Background: an optimization exercise with open tools, aiming at small area, a short achievable clock period and few clock cycles per item. Do not read the settings as production practice.
For this run, only the layout was checked, not whether the RTL still works.

**flow/design.v**
```verilog
module cordic_engine #(
  parameter int WIDTH       = 16,
  parameter int ANGLE_WIDTH = 16,
  parameter int STAGES      = 14,
  parameter int GUARD       = 2,
  parameter int TAG_WIDTH   = 8
) (
  input  logic                   clock,
  input  logic                   reset,
  input  logic                   in_valid,
  output logic                   in_ready,
  input  logic                   mode_in,
  input  logic signed [WIDTH-1:0] x_in,
  input  logic signed [WIDTH-1:0] y_in,
  input  logic [ANGLE_WIDTH-1:0] angle_in,
  input  logic [TAG_WIDTH-1:0]   tag_in,
  output logic                   out_valid,
  input  logic                   out_ready,
  output logic signed [WIDTH+1:0] x_out,
  output logic signed [WIDTH+1:0] y_out,
  output logic [ANGLE_WIDTH-1:0] angle_out,
  output logic                   mode_out,
  output logic [TAG_WIDTH-1:0]   tag_out
);
  localparam int IW = WIDTH + 2 + GUARD;
  localparam int AW = ANGLE_WIDTH;
  localparam logic [AW-1:0] HALF = {1'b1, {(AW-1){1'b0}}};
  function automatic logic [AW-1:0] atan_lut(input int i);
    logic [32:0] a;
    logic [32:0] r;
    case (i)
      0:  a = 33'h20000000;
      1:  a = 33'h12E4051E;
      2:  a = 33'h09FB385B;
      3:  a = 33'h051111D4;
      4:  a = 33'h028B0D43;
      5:  a = 33'h0145D7E1;
      6:  a = 33'h00A2F61E;
      7:  a = 33'h00517C55;
      8:  a = 33'h0028BE53;
      9:  a = 33'h00145F2F;
      10: a = 33'h000A2F98;
      11: a = 33'h000517CC;
      12: a = 33'h00028BE6;
      13: a = 33'h000145F3;
      14: a = 33'h0000A2FA;
      15: a = 33'h0000517D;
      16: a = 33'h000028BE;
      17: a = 33'h0000145F;
      18: a = 33'h00000A30;
      19: a = 33'h00000518;
      20: a = 33'h0000028C;
      21: a = 33'h00000146;
      22: a = 33'h000000A3;
      23: a = 33'h00000051;
      24: a = 33'h00000029;
      25: a = 33'h00000014;
      26: a = 33'h0000000A;
      27: a = 33'h00000005;
      28: a = 33'h00000003;
      29: a = 33'h00000001;
      30: a = 33'h00000001;
      default: a = 33'h0;
    endcase
    r = (a + ((33'd1 << 32) >> (AW + 1))) >> (32 - AW);
    atan_lut = r[AW-1:0];
  endfunction
  logic                 v  [0:STAGES];
  logic                 m  [0:STAGES];
  logic signed [IW-1:0] xs [0:STAGES];
  logic signed [IW-1:0] ys [0:STAGES];
  logic [AW-1:0]        zs [0:STAGES];
  logic [TAG_WIDTH-1:0] ts [0:STAGES];
  logic advance;
  assign out_valid = v[STAGES];
  assign advance   = ~v[STAGES] | out_ready;
  assign in_ready  = advance;
  logic signed [IW-1:0] x_ext;
  logic signed [IW-1:0] y_ext;
  logic signed [IW-1:0] x_pre;
  logic signed [IW-1:0] y_pre;
  logic [AW-1:0]        z_pre;
  logic                 flip;
  always_comb begin
    x_ext = {{(IW-WIDTH){x_in[WIDTH-1]}}, x_in} <<< GUARD;
    y_ext = {{(IW-WIDTH){y_in[WIDTH-1]}}, y_in} <<< GUARD;
    if (mode_in) begin
      flip = x_in[WIDTH-1];
    end else begin
      flip = angle_in[AW-1] ^ angle_in[AW-2];
    end
    x_pre = flip ? -x_ext : x_ext;
    y_pre = flip ? -y_ext : y_ext;
    if (mode_in) begin
      z_pre = flip ? HALF : '0;
    end else begin
      z_pre = flip ? angle_in + HALF : angle_in;
    end
  end
  always_ff @(posedge clock or posedge reset) begin
    if (reset) begin
      v[0]  <= 1'b0;
      m[0]  <= 1'b0;
      xs[0] <= '0;
      ys[0] <= '0;
      zs[0] <= '0;
      ts[0] <= '0;
    end else if (advance) begin
      v[0]  <= in_valid;
      m[0]  <= mode_in;
      xs[0] <= x_pre;
      ys[0] <= y_pre;
      zs[0] <= z_pre;
      ts[0] <= tag_in;
    end
  end
  for (genvar k = 1; k <= STAGES; k++) begin : g_iter
    localparam int I = k - 1;
    localparam logic [AW-1:0] ATAN = atan_lut(I);
    logic signed [IW-1:0] xsh;
    logic signed [IW-1:0] ysh;
    logic signed [IW-1:0] xn;
    logic signed [IW-1:0] yn;
    logic [AW-1:0]        zn;
    logic                 dpos;
    always_comb begin
      xsh  = xs[k-1] >>> I;
      ysh  = ys[k-1] >>> I;
      dpos = m[k-1] ? ys[k-1][IW-1] : ~zs[k-1][AW-1];
      if (dpos) begin
        xn = xs[k-1] - ysh;
        yn = ys[k-1] + xsh;
        zn = zs[k-1] - ATAN;
      end else begin
        xn = xs[k-1] + ysh;
        yn = ys[k-1] - xsh;
        zn = zs[k-1] + ATAN;
      end
    end
    always_ff @(posedge clock or posedge reset) begin
      if (reset) begin
        v[k]  <= 1'b0;
        m[k]  <= 1'b0;
        xs[k] <= '0;
        ys[k] <= '0;
        zs[k] <= '0;
        ts[k] <= '0;
      end else if (advance) begin
        v[k]  <= v[k-1];
        m[k]  <= m[k-1];
        xs[k] <= xn;
        ys[k] <= yn;
        zs[k] <= zn;
        ts[k] <= ts[k-1];
      end
    end
  end
  assign x_out     = xs[STAGES][IW-1:GUARD];
  assign y_out     = ys[STAGES][IW-1:GUARD];
  assign angle_out = zs[STAGES];
  assign mode_out  = m[STAGES];
  assign tag_out   = ts[STAGES];
  if (GUARD > 0) begin : g_guard
    logic unused_guard;
    assign unused_guard = ^{xs[STAGES][GUARD-1:0], ys[STAGES][GUARD-1:0]};
  end
endmodule
```
**flow/run.sh**
```bash
#!/bin/bash
# synth_recipe.tcl (not shown) runs the flow's synth.tcl, then flattens the netlist and writes it again
# the make line also repeats each setting of config.mk as NAME=value (left out here)
make -C /OpenROAD-flow-scripts/flow DESIGN_CONFIG=/design/flow/config.mk WORK_HOME=/design/flow/orfs CLKGATE_MAP_FILE= SYNTH_SCRIPT=/design/flow/synth_recipe.tcl finish
```
**flow/config.mk**
```make
export PLATFORM = sky130hd
export DESIGN_NAME = cordic_engine
export DESIGN_NICKNAME = cordic_engine
export VERILOG_FILES = /design/flow/design.v
export SDC_FILE = /design/flow/constraint.sdc
export NUM_CORES = 4
export LEC_CHECK = 0
export CAP_MARGIN = 20
export CORE_MARGIN = 2
export CORE_UTILIZATION = 45
export PLACE_DENSITY = 0.6
export SLEW_MARGIN = 20
```
**flow/constraint.sdc**
```tcl
create_clock -name core_clock -period 5.0 [get_ports {clock}]
set_input_delay 1.0000 -clock core_clock [delete_from_list [all_inputs] [get_ports {clock}]]
set_output_delay 1.0000 -clock core_clock [all_outputs]
set_load 0.01 [all_outputs]
```
==> summary.txt <==
-- layer usage --
metal,share of wire,wire length [um],vias up,track usage
met5,0,0,-,0
met3,0.031,6220,293,0.0215
met4,0.031,6240,0,0.0763
li1,-,-,31639,-
met1,0.46,90700,29678,0.305
met2,0.48,95800,1009,0.403
-- placed cells by master (no fill, tap or decap), types with 23 or more instances in the layout --
| cell type | Yosys | final |
|---|---|---|
| nor2b_1 | 68 | 67 |
| inv_1 | 355 | 354 |
| clkbuf_8 | 0 | 26 |
| mux2i_1 | 33 | 32 |
| nor3_1 | 239 | 239 |
| nor4_1 | 44 | 44 |
| and3_1 | 46 | 46 |
| a211oi_1 | 91 | 91 |
| a21boi_0 | 43 | 43 |
| nand2b_1 | 96 | 96 |
| a31oi_1 | 65 | 65 |
| dfrtp_1 | 974 | 974 |
| xnor2_1 | 487 | 487 |
| ha_1 | 768 | 768 |
| nor2_1 | 892 | 892 |
| o21bai_1 | 93 | 93 |
| clkbuf_16 | 0 | 116 |
| or3_1 | 67 | 67 |
| a211o_1 | 28 | 28 |
| xor2_1 | 407 | 407 |
| o21a_1 | 81 | 81 |
| buf_4 | 0 | 85 |
| o31ai_1 | 128 | 128 |
| or2_2 | 27 | 27 |
| nand3_1 | 148 | 148 |
| nand3b_1 | 26 | 26 |
| o41ai_1 | 26 | 26 |
| nand2_1 | 1405 | 1405 |
| and2_1 | 25 | 25 |
| clkdlybuf4s50_1 | 0 | 123 |
| o21ai_0 | 566 | 565 |
| a21oi_1 | 953 | 951 |
| or4_1 | 23 | 23 |
| fa_1 | 38 | 38 |
| a21o_1 | 174 | 174 |
-- registers in the layout, summed over array words and instances, names as in the netlist --
| name | count |
|---|---|
| m | 15 |
| ys | 292 |
| ts | 120 |
| xs | 292 |
| v | 15 |
| zs | 240 |
-- metrics by stage --
stage	hold slack [ns]	cells	util	cell area, um2
5_1_grt	0.484	11347	0.500	82300
4_1_cts	0.464	11347	0.500	82300
6_report	0.463	11347	0.500	82300
2_1_floorplan	0.430	9028	-	74400
3_5_place_dp	0.454	11134	0.475	78200
3_3_place_gp	0.449	11134	0.475	78200
-- kinds of logic after synthesis --
logic type,Yosys count,synth area share
mux,54,0.00762
flops,974,0.327
simple gates,3172,0.186
xor+xnor,894,0.105
fa+ha+maj,806,0.139
buf+inv,666,0.0336
compound gates,2462,0.201
-- path summary, 6_finish.rpt --
path | startpoint | end | slack, ns | cells past startpoint
setup / recovery | zs[8][15]$_DFFE_PP0P_ | zs[9][15]$_DFFE_PP0P_ | 0.61 | 15
hold / removal | ts[11][6]$_DFFE_PP0P_ | ts[11][6]$_DFFE_PP0P_ | 0.46 | 2
setup reg to reg | zs[8][15]$_DFFE_PP0P_ | zs[9][15]$_DFFE_PP0P_ | 0.61 | 15
hold reg to reg | ts[11][6]$_DFFE_PP0P_ | ts[11][6]$_DFFE_PP0P_ | 0.46 | 2
max in group asynchronous | reset | xs[1][19]$_DFFE_PP0P_ | 2.81 | 3
min in group asynchronous | reset | zs[8][2]$_DFFE_PP0P_ | 0.82 | 2
-- worst register-to-register path: stages (launching register included) --
cell and delay [ns]:
dfrtp_1 0.48, nor2_1 0.10, a21oi_2 0.14, clkinv_1 0.20
buf_4 0.26, ha_1 0.31, a21o_1 0.18, a21oi_1 0.21
o21ai_0 0.15, a31o_2 0.29, a41oi_1 0.46, a211oi_1 0.14
o21a_1 0.21, o21ai_0 0.31, a21oi_1 0.12, a211oi_1 0.62
-- area by class of cell --
cell class | instances | area [um2] | share of cell area
clock buffer | 160 | 3330 | 0.0404
clock inverter | 53 | 791 | 0.00960
inverter | 360 | 1360 | 0.0165
multi-input combinational | 7388 | 47600 | 0.578
sequential | 974 | 24400 | 0.296
tap | 2189 | 2740 | 0.0333
timing repair buffer | 223 | 2170 | 0.0264
==> results.toml <==
[synth]
synthTopCellsByArea = "dfrtp_1 33%, ha_1 13%, nand2_1 7.1%"
synth_seq_area_share = 0.327
synth.avg_cell_area_um2 = 8.24
synth_cell_types = 94
yosysTopAreaCellShare = 0.327
synth_cells = 9028
synth_common_cells = "1405 x nand2_1, 974 x dfrtp_1, 953 x a21oi_1"
synth_most_common_cell = "nand2_1"
yosysWarnings = 7
netlist_area_um2 = 74400
synthArstFlopShare = 1.00
synth_seq_cells = 974
synth_ff_type = "dfrtp_1"
yosysTopAreaCell = "dfrtp_1"
synth_edf_count = 0
synth_nets = 9895

[cts]
clock_latency_ns = 0.76
numCtsBuffers = 114
cts_setup_buffers = 0
htreeDepth = 3
cts-root-buf = "clkbuf_16"
cts.clk_slew.worst_paths_ns = 0.06
postCtsHoldBufs = 0
cts_sinks = 974
cts_buffer_depth = 3
cts_tree = "built"
cts_resized = 0

[die]
die-area_um2 = 169000
die_width_um = 411
die_height_um = 411
ios = 124
start_util = 0.452
rows = 149
core-area_um2 = 165000

[routing]
ant_nets = 0
wl_per_cell_um = 17.5
wl_um = 199000
drt_first_iter_violations = 4171
via_per_inst = 5.52
drcViolationCount = 0
vias = 62619
drtPass1Iterations = 7

[global_routing]
grt_max_degree = 195
grt_overflow = 0
antenna_found_initial = 0
grtUsageTotal = 0.233
first_global_vias = 60305
grt_pass1_wl_um = 323000

[cells_and_area]
area_delta_synth_final_pct = 10.6
n_antenna_cell = 0
post_route_cells_drive_above_1_share = 0.0439
fin_nets = 9928
n_fill_cell = 15960

[setup_path]
crit_family = "compound AO/OA/AOI/OAI gates"
critPathCaptureType = "flop"
worstPathRequired_ns = 5.55
path_class = "flop to flop"
cp_cell_sequence = "nor2_1 -> a21oi_2 -> clkinv_1 -> buf_4 -> ha_1 -> a21o_1 -> a21oi_1 -> o21ai_0 -> a31o_2 -> a41oi_1 -> a211oi_1 -> o21a_1 -> o21ai_0 -> a21oi_1 -> a211oi_1"
critPathSlowestCell = "a211oi_1"
cp_data_arrival_time_ns = 4.94
cp.buffers_inverters = 2
cp-start-kind = "flop"
max_stage_delay_ns = 0.62
crit_fanout = 12

[timing]
fin_crit_ns = 4.39
worst_slack_ns = 0.615
slew_violations = 0
skew_ns = 0.0446
setup_viol = 0
period_share = 0.877
tightest_slew_ns = 1.05
fmax_mhz = 228
rsz0062_at_grt = "no"
hold_viol_final = 0
slew_headroom = 0.291
fin_tns_setup_ns = 0

[status]
outcome = "finished clean"

[placed_design]
hpwl_um = 152000
gp_congestion = 0.918
dpl_worst_slack_ns = 0.587
io_buffer_count = 123

[run]
max-cap-violations = 0

[worst_hold_path]
holdCritPathClass = "flop to flop"

[separate check: timing with driven ports]
In the flow no input, the clock included, has a driving cell. The finished layout below was timed again as built, in two steps. Step 1, drivers: a clkbuf_16 drives clock and a buf_2 each remaining input, both assumed. Step 2, shift: input delay + t, output delay - t, t = (earliest + latest rising clock arrival at the registers) / 2. This alone moves slack from input paths to output paths. a / b / c = ideal / step 1 / step 2; a / b = the first two.
t, ns: 0.829
slack for setup (ns): 0.615 / 0.615 / 0.615
worst register clock-pin slew, ns: 0.07 / 0.07
worst data-port slew with drivers (ns): 0.05
After both steps setup and hold are still met in this run. The setup slack of this run moves by 0.000 ns with the drivers and by 0.000 ns with both steps.
